From an optimization exercise on the open Yosys and OpenROAD flow, aimed at small area; shortcuts taken in it are not production practice.
Only simulation tests tie the RTL to the original design; equivalence was not proved.
Power is estimated from default activity; no workload was simulated.

$ cat design.v
package rename_pkg;
	typedef enum logic [3:0] {
		ALU_ADD      = 4'h0,
		ALU_SUB      = 4'h1,
		ALU_AND      = 4'h2,
		ALU_OR       = 4'h3,
		ALU_XOR      = 4'h4,
		ALU_SLT      = 4'h5,
		ALU_SLL      = 4'h6,
		ALU_SRL      = 4'h7,
		ALU_PASS_IMM = 4'h8   
	} alu_op_e;
	typedef enum logic [1:0] {
		MEM_NONE  = 2'b00,
		MEM_READ  = 2'b01,
		MEM_WRITE = 2'b10
	} mem_action_e;
	localparam int IMM_WIDTH = 32;
endpackage
`timescale 1ns/1ps
module free_list #(
	parameter int NUM_ARCH_REGS    = 32,
	parameter int NUM_PHYS_REGS    = 64,
	parameter int INSTR_QUEUE_SIZE = 16
) (
	input  logic                             clk,
	input  logic                             rst_n,
	input  logic                             alloc,
	output logic [$clog2(NUM_PHYS_REGS)-1:0] alloc_tag,
	input  logic                             release_en,
	input  logic [$clog2(NUM_PHYS_REGS)-1:0] release_tag,
	output logic [$clog2(NUM_PHYS_REGS)-1:0] tail_tag
);
	localparam int TAG_W  = $clog2(NUM_PHYS_REGS);
	localparam int DEPTH  = NUM_PHYS_REGS - NUM_ARCH_REGS;
	localparam int PTR_W  = $clog2(DEPTH);
	localparam int INF_W  = $clog2(INSTR_QUEUE_SIZE + 1);
	logic [TAG_W-1:0] ring [DEPTH];
	logic [PTR_W-1:0] released;        
	logic             released_wrap;   
	logic [INF_W-1:0] in_flight;       
	logic [INSTR_QUEUE_SIZE:0] alloc_sel;
	logic [TAG_W-1:0]          alloc_slot;
	logic [PTR_W:0]            alloc_index;
	always_comb begin
		alloc_sel            = '0;
		alloc_sel[in_flight] = 1'b1;
		alloc_slot           = '0;
		for (int i = 0; i <= INSTR_QUEUE_SIZE; i++) begin
			alloc_slot |= {TAG_W{alloc_sel[i]}} & ring[i];
		end
	end
	assign alloc_index = (PTR_W + 1)'(released) + (PTR_W + 1)'(in_flight);
	assign alloc_tag   = (released_wrap || alloc_index[PTR_W]) ? alloc_slot
	                   : TAG_W'(NUM_ARCH_REGS) + TAG_W'(alloc_index[PTR_W-1:0]);
	assign tail_tag    = released_wrap ? ring[0] : TAG_W'(NUM_ARCH_REGS) + TAG_W'(released);
	always_ff @(posedge clk or negedge rst_n) begin
		if (!rst_n) begin
			released      <= '0;
			released_wrap <= 1'b0;
			in_flight     <= '0;
		end else begin
			if (release_en) begin
				released <= released + 1'b1;
				if (released == PTR_W'(DEPTH - 1)) released_wrap <= 1'b1;
			end
			if (alloc && !release_en) in_flight <= in_flight + 1'b1;
			if (release_en && !alloc) in_flight <= in_flight - 1'b1;
		end
	end
	always_ff @(posedge clk) begin
		if (release_en) begin
			for (int i = 0; i < DEPTH - 1; i++) ring[i] <= ring[i + 1];
			ring[DEPTH - 1] <= release_tag;
		end
	end
endmodule
`timescale 1ns/1ps
module rename_map #(
	parameter int NUM_ARCH_REGS = 32,
	parameter int NUM_PHYS_REGS = 64
) (
	input  logic                             clk,
	input  logic                             rst_n,
	input  logic [$clog2(NUM_ARCH_REGS)-1:0] rs_addr,
	input  logic [$clog2(NUM_ARCH_REGS)-1:0] rt_addr,
	input  logic [$clog2(NUM_ARCH_REGS)-1:0] rw_addr,
	output logic [$clog2(NUM_PHYS_REGS)-1:0] rs_tag,
	output logic [$clog2(NUM_PHYS_REGS)-1:0] rt_tag,
	output logic [$clog2(NUM_PHYS_REGS)-1:0] old_tag,
	input  logic                             map_we,
	input  logic [$clog2(NUM_PHYS_REGS)-1:0] map_wtag
);
	localparam int ARCH_W = $clog2(NUM_ARCH_REGS);
	localparam int TAG_W  = $clog2(NUM_PHYS_REGS);
	logic [TAG_W-1:0] map [NUM_ARCH_REGS];
	logic [NUM_ARCH_REGS-1:0] rs_sel, rt_sel, rw_sel;
	always_comb begin
		rs_sel = '0;
		rt_sel = '0;
		rw_sel = '0;
		rs_sel[rs_addr] = 1'b1;
		rt_sel[rt_addr] = 1'b1;
		rw_sel[rw_addr] = 1'b1;
		rs_tag  = '0;
		rt_tag  = '0;
		old_tag = '0;
		for (int i = 1; i < NUM_ARCH_REGS; i++) begin
			rs_tag  |= {TAG_W{rs_sel[i]}} & map[i];
			rt_tag  |= {TAG_W{rt_sel[i]}} & map[i];
			old_tag |= {TAG_W{rw_sel[i]}} & map[i];
		end
	end
	always_ff @(posedge clk or negedge rst_n) begin
		if (!rst_n) begin
			for (int i = 1; i < NUM_ARCH_REGS; i++) begin
				map[i] <= TAG_W'(i);   
			end
		end else begin
			for (int i = 1; i < NUM_ARCH_REGS; i++) begin
				if (map_we && rw_sel[i]) map[i] <= map_wtag;   
			end
		end
	end
endmodule
`timescale 1ns/1ps
module instr_queue #(
	parameter int NUM_PHYS_REGS    = 64,
	parameter int INSTR_QUEUE_SIZE = 16
) (
	input  logic                             clk,
	input  logic                             rst_n,
	input  logic                             push,
	input  rename_pkg::alu_op_e                          ent_alu_op,
	input  rename_pkg::mem_action_e                      ent_mem_action,
	input  logic [rename_pkg::IMM_WIDTH-1:0]             ent_immediate,
	input  logic [$clog2(NUM_PHYS_REGS)-1:0] ent_rs_phys,
	input  logic [$clog2(NUM_PHYS_REGS)-1:0] ent_rt_phys,
	input  logic [$clog2(NUM_PHYS_REGS)-1:0] ent_old_rd_phys,
	input  logic [$clog2(NUM_PHYS_REGS)-1:0] head_rd_tag,
	output logic                             full,
	output logic                             iq_valid,
	input  logic                             iq_ready,
	output rename_pkg::alu_op_e                          iq_alu_op,
	output rename_pkg::mem_action_e                      iq_mem_action,
	output logic [rename_pkg::IMM_WIDTH-1:0]             iq_immediate,
	output logic [$clog2(NUM_PHYS_REGS)-1:0] iq_rs_phys,
	output logic [$clog2(NUM_PHYS_REGS)-1:0] iq_rt_phys,
	output logic [$clog2(NUM_PHYS_REGS)-1:0] iq_rd_phys,
	output logic [$clog2(NUM_PHYS_REGS)-1:0] iq_old_rd_phys,
	output logic                             iq_has_rd,
	output logic                             release_en,
	output logic [$clog2(NUM_PHYS_REGS)-1:0] release_tag
);
	localparam int TAG_W = $clog2(NUM_PHYS_REGS);
	localparam int PTR_W = $clog2(INSTR_QUEUE_SIZE);
	rename_pkg::alu_op_e              q_alu_op      [INSTR_QUEUE_SIZE];
	rename_pkg::mem_action_e          q_mem_action  [INSTR_QUEUE_SIZE];
	logic [rename_pkg::IMM_WIDTH-1:0] q_immediate   [INSTR_QUEUE_SIZE];
	logic [TAG_W-1:0]     q_rs_phys     [INSTR_QUEUE_SIZE];
	logic [TAG_W-1:0]     q_rt_phys     [INSTR_QUEUE_SIZE];
	logic [TAG_W-1:0]     q_old_rd_phys [INSTR_QUEUE_SIZE];
	localparam int CNT_W = $clog2(INSTR_QUEUE_SIZE + 1);
	logic [INSTR_QUEUE_SIZE-1:0] head_sel;   
	logic [PTR_W-1:0]            tail;
	logic [CNT_W-1:0]            count;
	logic                        do_push;
	logic                        do_pop;
	assign full     = (count == CNT_W'(INSTR_QUEUE_SIZE));
	assign iq_valid = (count != '0);
	assign do_push  = push && !full;
	assign do_pop   = iq_valid && iq_ready;
	always_comb begin
		iq_alu_op      = rename_pkg::alu_op_e'('0);
		iq_mem_action  = rename_pkg::mem_action_e'('0);
		iq_immediate   = '0;
		iq_rs_phys     = '0;
		iq_rt_phys     = '0;
		iq_old_rd_phys = '0;
		for (int i = 0; i < INSTR_QUEUE_SIZE; i++) begin
			iq_alu_op      = rename_pkg::alu_op_e'(iq_alu_op | ({4{head_sel[i]}} & q_alu_op[i]));
			iq_mem_action  = rename_pkg::mem_action_e'(iq_mem_action | ({2{head_sel[i]}} & q_mem_action[i]));
			iq_immediate   |= {rename_pkg::IMM_WIDTH{head_sel[i]}} & q_immediate[i];
			iq_rs_phys     |= {TAG_W{head_sel[i]}} & q_rs_phys[i];
			iq_rt_phys     |= {TAG_W{head_sel[i]}} & q_rt_phys[i];
			iq_old_rd_phys |= {TAG_W{head_sel[i]}} & q_old_rd_phys[i];
		end
	end
	assign iq_has_rd  = |iq_old_rd_phys;
	assign iq_rd_phys = iq_has_rd ? head_rd_tag : '0;
	assign release_en  = do_pop && iq_has_rd;
	assign release_tag = iq_old_rd_phys;
	always_ff @(posedge clk) begin
		if (do_push) begin
			q_alu_op[tail]      <= ent_alu_op;
			q_mem_action[tail]  <= ent_mem_action;
			q_immediate[tail]   <= ent_immediate;
			q_rs_phys[tail]     <= ent_rs_phys;
			q_rt_phys[tail]     <= ent_rt_phys;
			q_old_rd_phys[tail] <= ent_old_rd_phys;
		end
	end
	always_ff @(posedge clk or negedge rst_n) begin
		if (!rst_n) begin
			head_sel <= INSTR_QUEUE_SIZE'(1);
			tail     <= '0;
			count    <= '0;
		end else begin
			if (do_push)
				tail <= tail + 1'b1;
			if (do_pop)
				head_sel <= {head_sel[INSTR_QUEUE_SIZE-2:0], head_sel[INSTR_QUEUE_SIZE-1]};
			if (do_push && !do_pop) count <= count + 1'b1;
			if (do_pop && !do_push) count <= count - 1'b1;
		end
	end
endmodule
`timescale 1ns/1ps
module rename_stage #(
	parameter int NUM_ARCH_REGS = 32,
	parameter int NUM_PHYS_REGS = 64
) (
	input  logic                             dec_valid,
	output logic                             dec_ready,
	input  rename_pkg::alu_op_e                          dec_alu_op,
	input  rename_pkg::mem_action_e                      dec_mem_action,
	input  logic [rename_pkg::IMM_WIDTH-1:0]             dec_immediate,
	input  logic                             uses_rs,
	input  logic                             uses_rt,
	input  logic                             uses_rw,
	input  logic [$clog2(NUM_ARCH_REGS)-1:0] rw_addr,
	input  logic [$clog2(NUM_PHYS_REGS)-1:0] rs_tag,
	input  logic [$clog2(NUM_PHYS_REGS)-1:0] rt_tag,
	input  logic [$clog2(NUM_PHYS_REGS)-1:0] old_tag,
	output logic                             map_we,
	output logic [$clog2(NUM_PHYS_REGS)-1:0] map_wtag,
	output logic                             alloc,
	input  logic [$clog2(NUM_PHYS_REGS)-1:0] alloc_tag,
	input  logic                             full,
	output logic                             push,
	output rename_pkg::alu_op_e                          ent_alu_op,
	output rename_pkg::mem_action_e                      ent_mem_action,
	output logic [rename_pkg::IMM_WIDTH-1:0]             ent_immediate,
	output logic [$clog2(NUM_PHYS_REGS)-1:0] ent_rs_phys,
	output logic [$clog2(NUM_PHYS_REGS)-1:0] ent_rt_phys,
	output logic [$clog2(NUM_PHYS_REGS)-1:0] ent_old_rd_phys
);
	logic needs_alloc;
	logic accept;
	assign needs_alloc = uses_rw && (rw_addr != '0);
	assign dec_ready = !full;
	assign accept    = dec_valid && dec_ready;
	assign alloc     = accept && needs_alloc;
	assign map_we    = alloc;
	assign map_wtag  = alloc_tag;
	assign push            = accept;
	assign ent_alu_op      = dec_alu_op;
	assign ent_mem_action  = dec_mem_action;
	assign ent_immediate   = dec_immediate;
	assign ent_rs_phys     = uses_rs ? rs_tag : '0;      
	assign ent_rt_phys     = uses_rt ? rt_tag : '0;
	assign ent_old_rd_phys = needs_alloc ? old_tag : '0;   
endmodule
`timescale 1ns/1ps
module rename_unit #(
	parameter int NUM_ARCH_REGS    = 32,
	parameter int NUM_PHYS_REGS    = 64,
	parameter int INSTR_QUEUE_SIZE = 16
) (
	input  logic                             clk,
	input  logic                             rst_n,
	input  logic                             dec_valid,
	output logic                             dec_ready,
	input  rename_pkg::alu_op_e                          dec_alu_op,
	input  rename_pkg::mem_action_e                      dec_mem_action,
	input  logic [rename_pkg::IMM_WIDTH-1:0]             dec_immediate,
	input  logic                             uses_rs,
	input  logic [$clog2(NUM_ARCH_REGS)-1:0] rs_addr,
	input  logic                             uses_rt,
	input  logic [$clog2(NUM_ARCH_REGS)-1:0] rt_addr,
	input  logic                             uses_rw,
	input  logic [$clog2(NUM_ARCH_REGS)-1:0] rw_addr,
	output logic                             iq_valid,
	input  logic                             iq_ready,
	output rename_pkg::alu_op_e                          iq_alu_op,
	output rename_pkg::mem_action_e                      iq_mem_action,
	output logic [rename_pkg::IMM_WIDTH-1:0]             iq_immediate,
	output logic [$clog2(NUM_PHYS_REGS)-1:0] iq_rs_phys,
	output logic [$clog2(NUM_PHYS_REGS)-1:0] iq_rt_phys,
	output logic [$clog2(NUM_PHYS_REGS)-1:0] iq_rd_phys,
	output logic [$clog2(NUM_PHYS_REGS)-1:0] iq_old_rd_phys,
	output logic                             iq_has_rd
);
	localparam int ARCH_W = $clog2(NUM_ARCH_REGS);
	localparam int TAG_W  = $clog2(NUM_PHYS_REGS);
	logic [TAG_W-1:0]  rs_tag, rt_tag, old_tag;
	logic              map_we;
	logic [TAG_W-1:0]  map_wtag;
	logic              alloc, release_en;
	logic [TAG_W-1:0]  alloc_tag, release_tag, head_rd_tag;
	logic              full, push;
	rename_pkg::alu_op_e           ent_alu_op;
	rename_pkg::mem_action_e       ent_mem_action;
	logic [rename_pkg::IMM_WIDTH-1:0] ent_immediate;
	logic [TAG_W-1:0]  ent_rs_phys, ent_rt_phys, ent_old_rd_phys;
	rename_stage #(.NUM_ARCH_REGS(NUM_ARCH_REGS), .NUM_PHYS_REGS(NUM_PHYS_REGS)) u_stage (
		.dec_valid, .dec_ready, .dec_alu_op, .dec_mem_action, .dec_immediate,
		.uses_rs, .uses_rt, .uses_rw, .rw_addr,
		.rs_tag, .rt_tag, .old_tag, .map_we, .map_wtag,
		.alloc, .alloc_tag,
		.full, .push, .ent_alu_op, .ent_mem_action, .ent_immediate,
		.ent_rs_phys, .ent_rt_phys, .ent_old_rd_phys
	);
	rename_map #(.NUM_ARCH_REGS(NUM_ARCH_REGS), .NUM_PHYS_REGS(NUM_PHYS_REGS)) u_map (
		.clk, .rst_n, .rs_addr, .rt_addr, .rw_addr,
		.rs_tag, .rt_tag, .old_tag, .map_we, .map_wtag
	);
	free_list #(.NUM_ARCH_REGS(NUM_ARCH_REGS), .NUM_PHYS_REGS(NUM_PHYS_REGS),
		.INSTR_QUEUE_SIZE(INSTR_QUEUE_SIZE)) u_free (
		.clk, .rst_n, .alloc, .alloc_tag, .release_en, .release_tag,
		.tail_tag(head_rd_tag)
	);
	instr_queue #(.NUM_PHYS_REGS(NUM_PHYS_REGS), .INSTR_QUEUE_SIZE(INSTR_QUEUE_SIZE)) u_iq (
		.clk, .rst_n, .push, .ent_alu_op, .ent_mem_action, .ent_immediate,
		.ent_rs_phys, .ent_rt_phys, .ent_old_rd_phys, .head_rd_tag,
		.full, .iq_valid, .iq_ready, .iq_alu_op, .iq_mem_action, .iq_immediate,
		.iq_rs_phys, .iq_rt_phys, .iq_rd_phys, .iq_old_rd_phys, .iq_has_rd,
		.release_en, .release_tag
	);
endmodule
$ cat flow/run.sh
#!/bin/bash
# The standard layout, with two changes: clock tree synthesis inserts no dummy loads, and the
# port buffers are the smallest plain buffer. Each tool's output is logged by ORFS under
# orfs/logs; the make output goes to standard.log here.
set -uo pipefail
bash standard.sh \
  "CTS_ARGS=-sink_clustering_enable -repair_clock_nets -sink_clustering_size 28 -sink_clustering_max_diameter 100 -dont_use_dummy_load" \
  "BUFFER_PORTS_ARGS=-buffer_cell sky130_fd_sc_hd__buf_1" \
  "RECOVER_POWER=100" \
  "POST_GLOBAL_ROUTE_TCL=$(pwd)/flow/post_grt.tcl" \
  finish > standard.log 2>&1
status=$?
mkdir -p tool_logs
cp -r orfs/logs/. tool_logs/ 2>/dev/null || true
exit $status
$ cat flow/post_grt.tcl
# After power recovery has downsized gates, repair any max-slew and max-capacitance
# violations it left, then legalize and reroute the nets it touched.
global_route -start_incremental
repair_design -slew_margin 20 -cap_margin 20 -verbose
detailed_placement
global_route -end_incremental
estimate_parasitics -global_routing
$ cat standard.sh
#!/bin/bash
# synth_recipe.tcl (not shown) runs the flow's synth.tcl, then flattens the netlist and writes it again
# the make line also repeats each setting of config.mk as NAME=value (left out here)
make -C /OpenROAD-flow-scripts/flow DESIGN_CONFIG=/design/flow/config.mk WORK_HOME=/design/flow/orfs CLKGATE_MAP_FILE= SYNTH_SCRIPT=/design/flow/synth_recipe.tcl "${@:-finish}"
$ cat config.mk
export PLATFORM = sky130hd
export DESIGN_NAME = rename_unit
export DESIGN_NICKNAME = rename_unit
export VERILOG_FILES = /design/flow/design.v
export SDC_FILE = /design/flow/constraint.sdc
export NUM_CORES = 4
export LEC_CHECK = 0
export CAP_MARGIN = 20
export CORE_MARGIN = 2
export CORE_UTILIZATION = 62
export CTS_CLUSTER_DIAMETER = 100
export CTS_CLUSTER_SIZE = 28
export SLEW_MARGIN = 20
$ cat constraint.sdc
create_clock -name core_clock -period 4.5 [get_ports {clk}]
set_input_delay 0.9000 -clock core_clock [delete_from_list [all_inputs] [get_ports {clk}]]
set_output_delay 0.9000 -clock core_clock [all_outputs]
set_load 0.01 [all_outputs]
==> summary.md, run 1 <==
| Metric | Value |
|---|---|
| DRT Pass-1 Iters | `9` |
| Sw frac | `30.35%` |
| Seq pwr share | `64.0%` |
| Cell internal pwr | `between 15,000 and 20,000 uW` |
| Synth top area share | `about three fifths` |
| Commonest cells in the netlist | `edfxtp_1 (1,088), nand2_1 (475), a221oi_1 (260), a22o_1 (249), clkbuf_1 (174)` |
| Wire length per cell | `36.31 um` |
| Non-Filler Instances | `a little under 5k` |
| CTS root buffer | `clkbuf_16` |
| Die H | `295.9 um` |
| Relative max-transition margin | `15.79%` |
| Synth cell types | `90` |
| Ys flop type | `edfxtp_1` |
| Fin. Hold Viols | `0` |
| Yosys reg bits | `1,310` |
| Initial antenna violation count | `9` |
| Fraction of registers with async set/reset | `between 10% and 20%` |
| Post-Syn Area | `52,830 um^2` |
| DRT iter0 DRCs | `5,135` |
| Max-Cap Viols | `0` |
| Fmax | `238.0 MHz` |
| M3 GR Usage | `9.256%` |
| Critical path type | `reg2out` |
| Yosys warns | `5` |
| WP data arrival | `between 3 and 4 ns` |
| CP Cell Sequence | `a22o_1, a221oi_1, nand4_1, nor4_1, nor3b_1, buf_4, a21oi_1, buf_1` |
| Post-CTS sizing | `0` |
| CTS buffer count | `53` |
| Crit path largest cell delay | `~0.67 ns` |
| Placement Setup Slack | `0.1147 ns` |
| Setup slack after layout | `around 0.3 ns` |
| Hpwl dp | `109,800 um` |
| Number of I/O port buffers | `124` |
| Area of the multi-input gates | `13,350 um^2` |
| Final Util | `66.95%` |
| Postcts setup bufs | `0` |
| Row count | `between 100 and 150` |
| Post-layout minimum cycle time | `4.202 ns` |
| Post-DP Area | `55,690 um^2` |
| CTS Hold Bufs | `0` |
| Slew Viols, Final | `0` |
| Critical Path Sink Type | `output pin` |
| Clk pwr share | `21.4%` |
| Largest net degree at the start of global routing | `197` |
| Largest area contributor in the synthesized netlist | `edfxtp_1` |
| Worst-path clk slew | `0.10 ns` |
| Final ANT Viol Nets | `0` |
| P_sw | `7742 uW` |
| Hold Crit Class | `in2async` |
| CP max-delay cell | `dfrtp_2` |
| PD cells | `449.6 nW/um^2` |
| TritonCTS clock tree | `done` |
| Syn Nets | `between 3k and 4k` |
| Gr ovfl total | `0` |
| Share of cells above drive strength 1 | `10.42%` |
| Seq/Total Area, Yosys | `72.56%` |
| First-pass GRT wire length | `248,400 um` |
| Static leakage | `0.01923 uW` |
| # clock sinks | `1,310` |
| Placed Cells | `4,796` |
| Area delta synth->final | `7.399%` |
| Max H-tree Level | `2` |
| Gate power share | `roughly 15%` |
| CP max FO | `19` |
| IO Pins | `125` |
| Register area | `38,360 um^2` |
| Worst Tran Pin Value | `around 1.3 ns` |
| # setup viols final | `0` |
| Detailed Route WL | `176,600 um` |
| Core Area | `84,750 um^2` |
| Most Crowded Layer GR | `met2` |
| Die Width | `295.9 um` |
| Clock Tree Buf Depth | `3` |
| Final setup TNS | `0 ns` |
| Synth top area cells | `edfxtp_1 (62%), dfrtp_1 (6.7%), a221oi_1 (4.3%)` |
| Cell count after synthesis | `3,619` |
| Period utilisation layout | `slightly above 90%` |
| Post-synth EDFFs | `approximately 1.1k` |
| Worst Skew | `0.06694 ns` |
| Total number of vias | `36.13k` |
| GRT met1 Usage | `a little over half` |
| Vias per cell | `7.427` |
| Peak VDD IR | `0.3810 mV` |
| Starting density of the core | `62.33%` |
| Fillcell total | `5,711` |
| Routability cong. | `around 1.1` |
| CP Launch Type | `register` |
| Worst-skew pair later-pin latency | `0.69 ns` |
| GRT Total Usage | `40.10%` |
| M2 GR Usage | `62.78%` |
| Critical Path RT | `3.60 ns` |
| Status | `no timing/DRC/antenna violations` |
| Crit-path leading delay family | `simple AND/OR/NAND/NOR gates` |
| Die area | `87,550 um^2` |
| DRC | `0` |
| Most common cell in the synthesized netlist | `edfxtp_1` |
| Design area | `56,730 um^2` |
| CP bufs+invs | `2` |
| Syn avg cell area | `between 10 and 15 um^2` |
| Vias in the first global route | `35.20k` |
| Nets | `3,814` |
worst register-to-register path: cells and delay by family, from the launching register on:
kind	cells	cell delay, ns
DFF	1	0.68
adders and majority gates	1	0.38
and+or+nand+nor	2	0.47
xor gates and xnor gates	1	0.73
buffers and inverters	2	0.60
AOI/OAI and AO/OA	3	1.06
cells by family (layout without fill, tap and decap cells):
family / after synthesis / in the layout / share of synthesized area, %
DFF: 1310 / 1310 / 72.56
AOI/OAI and AO/OA: 1093 / 1093 / 15.94
and+or+nand+nor: 808 / 808 / 6.919
buffers and inverters: 303 / 398 / 2.345
adders and majority gates: 38 / 38 / 0.9427
muxes: 36 / 36 / 0.7840
xor gates and xnor gates: 31 / 31 / 0.5140
other: 0 / 7 / 0
worst paths after layout:
| path | end | slack [ns] | depth (start not counted) | start |
|---|---|---|---|---|
| worst min register to register | u_free.ring[24][4] | 0.42 | 0 | u_free.ring[25][4] |
| worst max register to register | u_map.map[8][0] | 0.44 | 9 | u_free.in_flight[0] |
| min in group core_clock | u_free.ring[24][4] | 0.42 | 0 | u_free.ring[25][4] |
| max in group asynchronous | u_map.map[17][2] | 3.32 | 3 | rst_n |
| worst max-delay path | iq_rd_phys[5] | 0.30 | 8 | u_iq.head_sel[5] |
| worst min-delay path | u_map.map[18][2] | 0.09 | 1 | rst_n |
routing by layer:
metal	routed length [um]	vias to the layer above	share of wire, %
li1	-	14590	-
met1	62890	18080	36
met2	81880	2778	46
met3	20310	678	11
met4	11510	6	6.5
met5	36	-	0.020
power groups by stage:
stage | logic, uW | clock network, uW | registers, uW
2_1_floorplan | 2250 | 0 | 15500
3_3_place_gp | 3700 | 0 | 16400
3_5_place_dp | 3800 | 0 | 16400
4_1_cts | 3810 | 5450 | 16200
6_report | 3730 | 5450 | 16300
placed cells by master (no fill, tap or decap), drive strengths merged, types with 8 or more instances in the layout:
cell and n:
a32oi 31, mux2i 20, a22oi 51, mux2 13, o21ai 236, buf 232, xor2 15, a21oi 76
nor2 61, a21o 12, inv 37, nand2b 9, nand4 68, nor4 17, and3 15, dfstp 81
nand3 83, a22o 249, a222oi 44, and2 9, clkbuf 128, nand2 475, o22ai 11, a221oi 260
dfrtp 141, xnor2 16, a32o 8, a221o 9, edfxtp 1088, nor3 37, a31oi 33, ha 35
metrics by stage:
stage               power, uW  hold slack, ns
floorplan               17720          0.4003
detailed placement      20220          0.4045
finish                  25510         0.08808
global placement        20090          0.4005
CTS                     25420          0.2441
cell type report:
cell class	instances	share of cell area, %
diodes	7	0.03088
clock buffers	53	2.338
inverters	38	0.2514
multi-input cells	2006	23.53
flip-flops and latches	1310	67.62
well taps	1144	2.523
repair buffers	307	3.707
flip-flops by register name, summed over array words and instances, names as in the netlist:
name                  cells
u_free.released           5
u_map.map               186
u_iq.q_rt_phys           96
u_iq.q_immediate        512
u_iq.q_rs_phys           96
u_iq.tail                 4
u_free.released_wrap      1
u_free.ring             192
u_iq.head_sel            16
u_free.in_flight          5
u_iq.q_alu_op            64
u_iq.q_mem_action        32
u_iq.count                5
u_iq.q_old_rd_phys       96
==> inputs of run 2 (changes only) <==
==> flow/run.sh (replaced) <==
#!/bin/bash
# The standard layout, with these changes:
# - synthesis maps the logic with a lighter ABC script (flow/abc_light.script: one delay-aware
#   mapping pass and one resynthesis pass, without the repeated SOP balancing of ORFS's speed
#   script); it runs ORFS's own synthesis scripts otherwise, so the registers are the same;
# - clock tree synthesis inserts no dummy loads;
# - the port buffers are the smallest plain buffer.
# Each tool's output is logged by ORFS under orfs/logs (copied to tool_logs/); the make output
# goes to standard.log here.
set -uo pipefail
here=$(pwd)
rm -rf "$here/orfs_scripts"
cp -r "$FLOW_HOME/scripts" "$here/orfs_scripts"
cp "$here/flow/abc_light.script" "$here/orfs_scripts/abc_speed.script"
bash standard.sh \
  "SCRIPTS_DIR=$here/orfs_scripts" \
  "CTS_ARGS=-sink_clustering_enable -repair_clock_nets -sink_clustering_size 28 -sink_clustering_max_diameter 100 -dont_use_dummy_load" \
  "BUFFER_PORTS_ARGS=-buffer_cell sky130_fd_sc_hd__buf_1" \
  finish > standard.log 2>&1
status=$?
mkdir -p tool_logs
cp -r orfs/logs/. tool_logs/ 2>/dev/null || true
exit $status
==> flow/abc_light.script (new file) <==
&get -n
&st
&dch
&nf
&st
&syn2
&dch
&nf
&put
--- a/config.mk
+++ b/config.mk
@@ -7,7 +7,7 @@
 export LEC_CHECK = 0
 export CAP_MARGIN = 20
 export CORE_MARGIN = 2
-export CORE_UTILIZATION = 62
+export CORE_UTILIZATION = 56
 export CTS_CLUSTER_DIAMETER = 100
 export CTS_CLUSTER_SIZE = 28
 export SLEW_MARGIN = 20
removed: flow/post_grt.tcl
==> summary.md, run 2 <==
| Metric | Value |
|---|---|
| Status | `no timing/DRC/antenna violations` |
| Register area | `38,370 um^2 (about the same)` |
| Flip-flop count of the largest register after layout | `512 (unchanged)` |
| Period utilisation layout | `97.08% (+3.7 points)` |
| WP data arrival | `3.47 ns (+0.17 ns)` |
| FF-to-FF Start | `u_free.in_flight[0]` |
| Hpwl dp | `115,400 um (+5.1%)` |
| Worst-skew pair later-pin latency | `0.73 ns (+0.04 ns)` |
| Hold Crit Class | `in2async` |
| Ys flop type | `edfxtp_1` |
| DR WL met2 | `83,280 um (+1.7%)` |
| Fin. Hold Viols | `0 (unchanged)` |
| Met1 WL | `66,690 um (+6.0%)` |
| Die Width | `304.0 um (+2.7%)` |
| Wire length per cell | `38.93 um (+7.2%)` |
| DRT iter0 DRCs | `6,375 (+24%)` |
| Area delta synth->final | `10.90%` |
| TritonCTS clock tree | `done` |
| Top Layer Used | `met5` |
| Commonest non-fill, non-tap cell in the layout | `edfxtp_1` |
| Biggest regs | `u_iq.q_immediate (512), u_free.ring (192), u_map.map (186)` |
| Yosys warns | `5 (unchanged)` |
| Placed Cells | `4,648 (-3.1%)` |
| Static leakage | `0.01868 uW (-2.9%)` |
| CTS Hold Bufs | `0 (unchanged)` |
| Critical path type | `reg2out` |
| Met3 WL | `21,430 um (+5.5%)` |
| Gr ovfl total | `0 (unchanged)` |
| Clock Tree Buf Depth | `3 (unchanged)` |
| Relative max-transition margin | `15.64% (-0.15 points)` |
| Post-synth EDFFs | `1,088 (unchanged)` |
| Number of I/O port buffers | `124 (unchanged)` |
| CP startpoint | `u_iq.head_sel[2]` |
| GRT Total Usage | `39.21% (-0.89 points)` |
| CP Capture Point | `iq_has_rd` |
| Starting density of the core | `56.26% (-6.1 points)` |
| CTS buffer count | `55 (+3.8%)` |
| Slew Viols, Final | `0 (unchanged)` |
| DRC | `0 (unchanged)` |
| Non-Filler Instances | `4,712 (-3.1%)` |
| Fillcell total | `6,320 (+11%)` |
| Max H-tree Level | `2 (unchanged)` |
| Setup slack after layout | `0.1315 ns (-0.1663 ns)` |
| IO Pins | `125 (unchanged)` |
| Design area | `55,910 um^2 (-1.5%)` |
| Fmax | `228.9 MHz (-3.8%)` |
| Synth top area cells | `edfxtp_1 (65%), dfrtp_1 (7.0%), a222oi_1 (4.7%)` |
| First-pass GRT wire length | `255,500 um (+2.9%)` |
| Max-Cap Viols | `0 (unchanged)` |
| CP Launch Type | `register` |
| Peak VDD IR | `0.4766 mV (+25%)` |
| Post-Syn Area | `50,410 um^2 (-4.6%)` |
| Final ANT Viol Nets | `0 (unchanged)` |
| Cell internal pwr | `17,950 uW (+1.0%)` |
| Seq/Total Area, Yosys | `76.03% (+3.5 points)` |
| Routability cong. | `1.097 (-0.38%)` |
| Area of the multi-input gates | `12,220 um^2 (-8.5%)` |
| Commonest cells in the netlist | `edfxtp_1 (1,088), a222oi_1 (235), nand2_1 (234), nor2_1 (218), a22oi_1 (179)` |
| Vias in the first global route | `33.79k (-4.0%)` |
| Gate power share | `13.7% (-0.9 points)` |
| R2R setup slack | `0.45 ns (about the same)` |
| RSZ-0062 raised after global routing | `no` |
| Sw frac | `31.27% (+0.92 points)` |
| Post-DP Area | `54,490 um^2 (-2.2%)` |
| Worst Tran Pin Value | `1.262 ns (+0.008742 ns)` |
| CP max FO | `17 (-2)` |
| Nets | `3,628 (-4.9%)` |
| Final setup TNS | `0 ns (unchanged)` |
| Critical Path Sink Type | `output pin` |
| Die area | `92,430 um^2 (+5.6%)` |
| Largest area contributor in the synthesized netlist | `edfxtp_1` |
| Vias per cell | `7.447 (+0.27%)` |
| Fraction of registers with async set/reset | `16.95% (unchanged)` |
| Syn avg cell area | `15.92 um^2 (+9.1%)` |
| Cell count after synthesis | `3,166 (-13%)` |
| Row count | `110 (+2.8%)` |
| Share of cells above drive strength 1 | `10.46% (+0.039 points)` |
| R2r worst-path depth | `11 (+2)` |
| Yosys reg bits | `1,310 (unchanged)` |
| # clock sinks | `1,310 (unchanged)` |
| PD cells | `467.0 nW/um^2 (+3.9%)` |
| Detailed Route WL | `183,400 um (+3.9%)` |
| DRT Pass-1 Iters | `9 (unchanged)` |
| # setup viols final | `0 (unchanged)` |
| Syn Nets | `3,264 (-12%)` |
| Most common cell in the synthesized netlist | `edfxtp_1` |
| Synth top area share | `64.81% (+3.0 points)` |
| P_sw | `8164 uW (+5.4%)` |
| Critical Path RT | `3.60 ns (about the same)` |
| Seq pwr share | `64.8% (+0.8 points)` |
| Total number of vias | `35.09k (-2.9%)` |
| Die H | `304.0 um (+2.7%)` |
| Most frequent cells in the layout | `edfxtp_1 (1,088), a222oi_1 (235), nand2_1 (234)` |
| Reg2reg end | `u_map.map[28][0]` |
| Worst-path clk slew | `0.11 ns (about the same)` |
| Synth cell types | `61 (-32%)` |
| Placement Setup Slack | `-0.2070 ns (-0.3217 ns)` |
| Core Area | `89,600 um^2 (+5.7%)` |
| Clk pwr share | `21.5% (about the same)` |
| Initial antenna violation count | `10 (+1)` |
| Post-layout minimum cycle time | `4.369 ns (+0.1663 ns)` |
| Largest net degree at the start of global routing | `197 (unchanged)` |
| Biggest register | `u_iq.q_immediate` |
| Worst Skew | `0.1206 ns (+0.05363 ns)` |
| CTS root buffer | `clkbuf_16` |
-- run 2: cell count changes after synthesis, sizes merged, moves of 37 or more --
cell,before,now
clkbuf,183,0
a222oi,44,235
a21oi,76,162
inv,37,0
nand2,475,234
nor2,61,218
o21ai,236,61
a221oi,260,45
buf,82,0
a22oi,51,179
a22o,249,45
and4,2,43
-- run 2: worst min-delay path by stage --
| stage | from | end | cells after the start |
|---|---|---|---|
| 2_1_floorplan | u_free.ring[17][0] | u_free.ring[16][0] | 0 |
| 3_3_place_gp | u_free.ring[20][4] | u_free.ring[19][4] | 0 |
| 3_5_place_dp | u_free.ring[24][3] | u_free.ring[23][3] | 0 |
| 4_1_cts | rst_n | u_map.map[20][3] | 1 |
| 5_1_grt | rst_n | u_iq.count[3] | 1 |
| 6_report | rst_n | u_map.map[20][3] | 1 |
-- run 2: per-layer routing --
| metal | global-route usage [%] | vias up |
|---|---|---|
| met5 | 0 | - |
| met4 | 23.59 | 6 |
| met3 | 7.897 | 578 |
| met2 | 59.14 | 2976 |
| met1 | 53.30 | 17520 |
| li1 | - | 14010 |
-- run 2: kinds of logic after synthesis --
group	after synthesis	share of synthesized area, %
AOI/OAI and AO/OA	885	13.73
and+or+nand+nor	862	8.340
buffers and inverters	35	0.2606
muxes	8	0.1663
DFF	1310	76.03
adders and majority gates	38	0.9879
xor gates and xnor gates	28	0.4865
-- run 2: what timing repair did --
action | CTS | global route
gates resized for setup | 0 | 1
setup endpoints to repair | 0 | 2
setup buffers | 0 | 1
-- run 2: worst max-delay path, cell delays in order (launching register included) --
cell,delay [ns]
dfrtp_4,0.65
a222oi_1,0.38
and3_1,0.20
nand4_1,0.22
or4_4,0.61
nor3_4,0.21
buf_4,0.25
clkinv_1,0.09
buf_1,0.14
-- run 2: layout make-up --
type	count	area share, %
diodes	8	0.03581
clock buffers	55	2.462
inverters	35	0.2372
multi-input cells	1821	21.86
flip-flops and latches	1310	68.64
well taps	1176	2.632
repair buffers	307	4.138
-- run 2: per-stage QoR --
step	utilization, %	power [uW]	hold WS (ns)
after CTS	62.35	25880	0.3297
after detailed placement	60.81	20500	0.4045
after global routing	62.37	26620	0.3640
after floorplan	-	17370	0.4003
after global placement	60.81	20300	0.4009
final	62.40	26110	0.3321
-- run 2: power groups by stage --
stage          combinational, uW  clock [uW]  sequential [uW]
2_1_floorplan               1740           0            15600
3_3_place_gp                3350           0            16900
3_5_place_dp                3500           0            17000
4_1_cts                     3510        5620            16700
5_1_grt                     3810        5990            16800
6_report                    3590        5600            16900
==> inputs of run 3 (changes only) <==
--- a/config.mk
+++ b/config.mk
@@ -10,4 +10,5 @@
 export CORE_UTILIZATION = 56
 export CTS_CLUSTER_DIAMETER = 100
 export CTS_CLUSTER_SIZE = 28
+export SETUP_SLACK_MARGIN = 0.3
 export SLEW_MARGIN = 20
==> summary.md, run 3 <==
| Metric | Value |
|---|---|
| Fmax | `238.1 MHz (+4.0%)` |
| Worst-skew pair later-pin latency | `0.75 ns (+0.02 ns)` |
| TritonCTS clock tree | `done` |
| Hpwl dp | `116,500 um (+0.97%)` |
| DRC | `0 (unchanged)` |
| Nets | `3,652 (+0.66%)` |
| Fillcell total | `6,223 (-1.5%)` |
| CP Launch Type | `register` |
| Max-Cap Viols | `0 (unchanged)` |
| Starting density of the core | `56.26% (unchanged)` |
| Worst Tran Pin Value | `1.005 ns (-0.2575 ns)` |
| DRT iter0 DRCs | `6,731 (+5.6%)` |
| Vias per cell | `7.439 (-0.10%)` |
| Fraction of registers with async set/reset | `16.95% (unchanged)` |
| Critical Path RT | `3.60 ns (about the same)` |
| Seq/Total Area, Yosys | `76.03% (unchanged)` |
| Synth top area share | `64.81% (unchanged)` |
| Critical path type | `reg2out` |
| Max H-tree Level | `2 (unchanged)` |
| Biggest regs | `u_iq.q_immediate (512), u_free.ring (192), u_map.map (186)` |
| Final ANT Viol Nets | `0 (unchanged)` |
| Total number of vias | `35.21k (+0.34%)` |
| Die H | `304.0 um (unchanged)` |
| DRT Pass-1 Iters | `9 (unchanged)` |
| Clk pwr share | `21.6% (about the same)` |
| Gate power share | `13.4% (-0.3 points)` |
| Syn avg cell area | `15.92 um^2 (unchanged)` |
| Detailed Route WL | `184,800 um (+0.75%)` |
| Largest net degree at the start of global routing | `197 (unchanged)` |
| # setup viols final | `0 (unchanged)` |
| CTS buffer count | `57 (+3.6%)` |
| Worst-path clk slew | `0.10 ns (about the same)` |
| Worst Skew | `0.1542 ns (+0.03367 ns)` |
| Final setup TNS | `0 ns (unchanged)` |
| Post-layout minimum cycle time | `4.201 ns (-0.1679 ns)` |
| Period utilisation layout | `93.35% (-3.7 points)` |
| Hold Crit Class | `in2async` |
| Syn Nets | `3,264 (unchanged)` |
| Most common cell in the synthesized netlist | `edfxtp_1` |
| Core Area | `89,600 um^2 (unchanged)` |
| Number of I/O port buffers | `124 (unchanged)` |
| Gr ovfl total | `0 (unchanged)` |
| Initial antenna violation count | `5 (-5)` |
| IO Pins | `125 (unchanged)` |
| Most frequent cells in the layout | `edfxtp_1 (1,088), a222oi_1 (235), nand2_1 (234)` |
| Die Width | `304.0 um (unchanged)` |
| Seq pwr share | `64.9% (about the same)` |
| Synth top area cells | `edfxtp_1 (65%), dfrtp_1 (7.0%), a222oi_1 (4.7%)` |
| Ys flop type | `edfxtp_1` |
| Routability cong. | `1.097 (about the same)` |
| Final Util | `62.42% (about the same)` |
| Row count | `110 (unchanged)` |
| Biggest register | `u_iq.q_immediate` |
| Synth cell types | `61 (unchanged)` |
| Peak VDD IR | `0.4664 mV (-2.2%)` |
| Commonest non-fill, non-tap cell in the layout | `edfxtp_1` |
| Clock Tree Buf Depth | `3 (unchanged)` |
| Status | `no timing/DRC/antenna violations` |
| Yosys warns | `5 (unchanged)` |
| Yosys reg bits | `1,310 (unchanged)` |
| Cell count after synthesis | `3,166 (unchanged)` |
| Placed Cells | `4,654 (+0.13%)` |
| Post-synth EDFFs | `1,088 (unchanged)` |
| CTS Hold Bufs | `0 (unchanged)` |
| Relative max-transition margin | `32.61% (+17 points)` |
| Fin. Hold Viols | `0 (unchanged)` |
| Share of cells above drive strength 1 | `11.18% (+0.72 points)` |
| GRT Total Usage | `39.66% (+0.45 points)` |
| Vias in the first global route | `33.80k (+0.024%)` |
| CTS root buffer | `clkbuf_16` |
| Critical Path Sink Type | `output pin` |
| P_sw | `8170 uW (about the same)` |
| Area delta synth->final | `10.95% (about the same)` |
| # clock sinks | `1,310 (unchanged)` |
| Largest area contributor in the synthesized netlist | `edfxtp_1` |
| PD cells | `467.1 nW/um^2 (about the same)` |
| RSZ-0062 raised after global routing | `yes` |
| Slew Viols, Final | `0 (unchanged)` |
| Static leakage | `0.01877 uW (+0.49%)` |
| Sw frac | `31.27% (about the same)` |
| Flip-flop count of the largest register after layout | `512 (unchanged)` |
| Wire length per cell | `39.05 um (+0.30%)` |
| First-pass GRT wire length | `258,700 um (+1.3%)` |
| Post-Syn Area | `50,410 um^2 (unchanged)` |
| Non-Filler Instances | `4,733 (+0.45%)` |
| Post-DP Area | `54,290 um^2 (-0.36%)` |
| CP max FO | `18 (+1)` |
| WP data arrival | `3.30 ns (-0.17 ns)` |
| Die area | `92,430 um^2 (unchanged)` |
| Cell internal pwr | `17,950 uW (about the same)` |
| Design area | `55,930 um^2 (about the same)` |
| Commonest cells in the netlist | `edfxtp_1 (1,088), a222oi_1 (235), nand2_1 (234), nor2_1 (218), a22oi_1 (179)` |
[run 3: cell counts after synthesis]
No cell type changed its count.
[run 3: repair_timing]
| action | in CTS | in global routing |
|---|---|---|
| gates cloned | 0 | 0 |
| gates resized for setup | 4 | 6 |
| pin swaps | 3 | 2 |
| setup endpoints to repair | 39 | 181 |
| buffers inserted | 12 | 5 |
[run 3: final timing paths]
check | from | end | slack, ns | cells past startpoint
max in group asynchronous | rst_n | u_iq.head_sel[9] | 3.36 | 2
worst max register to register | u_free.in_flight[1] | u_map.map[1][1] | 0.51 | 11
worst min-delay path | rst_n | u_map.map[9][5] | 0.09 | 1
worst max-delay path | u_iq.head_sel[9] | iq_rd_phys[5] | 0.30 | 8
min in group core_clock | u_free.ring[17][5] | u_free.ring[16][5] | 0.36 | 0
worst min register to register | u_free.ring[17][5] | u_free.ring[16][5] | 0.36 | 0
[run 3: layout make-up]
cell class | count | area (um^2) | area share [%]
flip-flops and latches | 1310 | 38380 | 68.63
multi-input cells | 1821 | 12270 | 21.93
repair buffers | 329 | 2238 | 4.002
well taps | 1176 | 1471 | 2.631
clock buffers | 57 | 1426 | 2.550
inverters | 35 | 132.6 | 0.2371
diodes | 5 | 12.51 | 0.02237
[run 3: power by group through the flow]
stage	Sequential, uW	Clock (uW)	Combinational, uW
after floorplan	15600	0	1760
final	17000	5650	3510
after global placement	17000	0	3270
after CTS	16800	5690	3410
after detailed placement	17000	0	3400
after global routing	16900	6050	3750
[run 3: cells by family after synthesis]
logic type                 synth area share (%)
AOI/OAI and AO/OA                         13.73
xor gates and xnor gates                 0.4865
adders and majority gates                0.9879
buffers and inverters                    0.2606
DFF                                       76.03
muxes                                    0.1663
and+or+nand+nor                           8.340
[run 3: per-stage QoR]
stage | hold slack (ns) | power, uW | setup slack (ns)
6_report | 0.09314 | 26120 | 0.2994
5_1_grt | 0.08243 | 26660 | 0.2260
4_1_cts | 0.07542 | 25880 | 0.3037
3_5_place_dp | 0.4045 | 20430 | -0.03607
3_3_place_gp | 0.4021 | 20250 | -0.09079
2_1_floorplan | 0.4003 | 17360 | -1.590
[run 3: worst max-delay path, cell delays in order, from the launching register on]
cell and delay [ns]:
dfrtp_4 0.66, a22o_1 0.27, a221oi_1 0.21, nand4_1 0.23, or4_4 0.60, nor3_4 0.24, buf_6 0.19, a21oi_1 0.06
buf_1 0.15
[run 3: metal layers]
layer / wire, um / GRT usage [%] / vias to the layer above / share of wire, %
li1: - / - / 14060 / -
met1: 65990 / 53.06 / 17640 / 36
met2: 84650 / 61.57 / 2967 / 46
met3: 22570 / 8.872 / 545 / 12
met4: 11570 / 20.55 / 6 / 6.3
met5: 36 / 0 / - / 0.019

==> re-timing with driven ports <==
Ports are ideal in the flow. The routed layouts listed here were re-timed in OpenROAD.
Step 1 assumes that a clkbuf_16 drives the clock port and a buf_2 every other input.
Step 2 times the ports against the registers' clock, not the clock port: input delays grow and output delays shrink by t, the midpoint of the rising clock arrivals with the driver on.
Slacks: ideal / step 1 / step 2; pairs: ideal / step 1.
run | t, ns | setup slack, ns | clock arrival spread, ns
run 1 | 0.731 | 0.298 / 0.227 / -0.226 | 0.068 / 0.068
run 2 | 0.744 | 0.131 / 0.062 / -0.459 | 0.120 / 0.121
run 3 | 0.746 | 0.299 / 0.224 / -0.174 | 0.154 / 0.155
Met with ideal ports but missed after step 2: setup timing in every run listed. For run 2, which loses most, drivers alone change the setup slack by -0.069 ns; drivers and shift together by -0.590 ns.
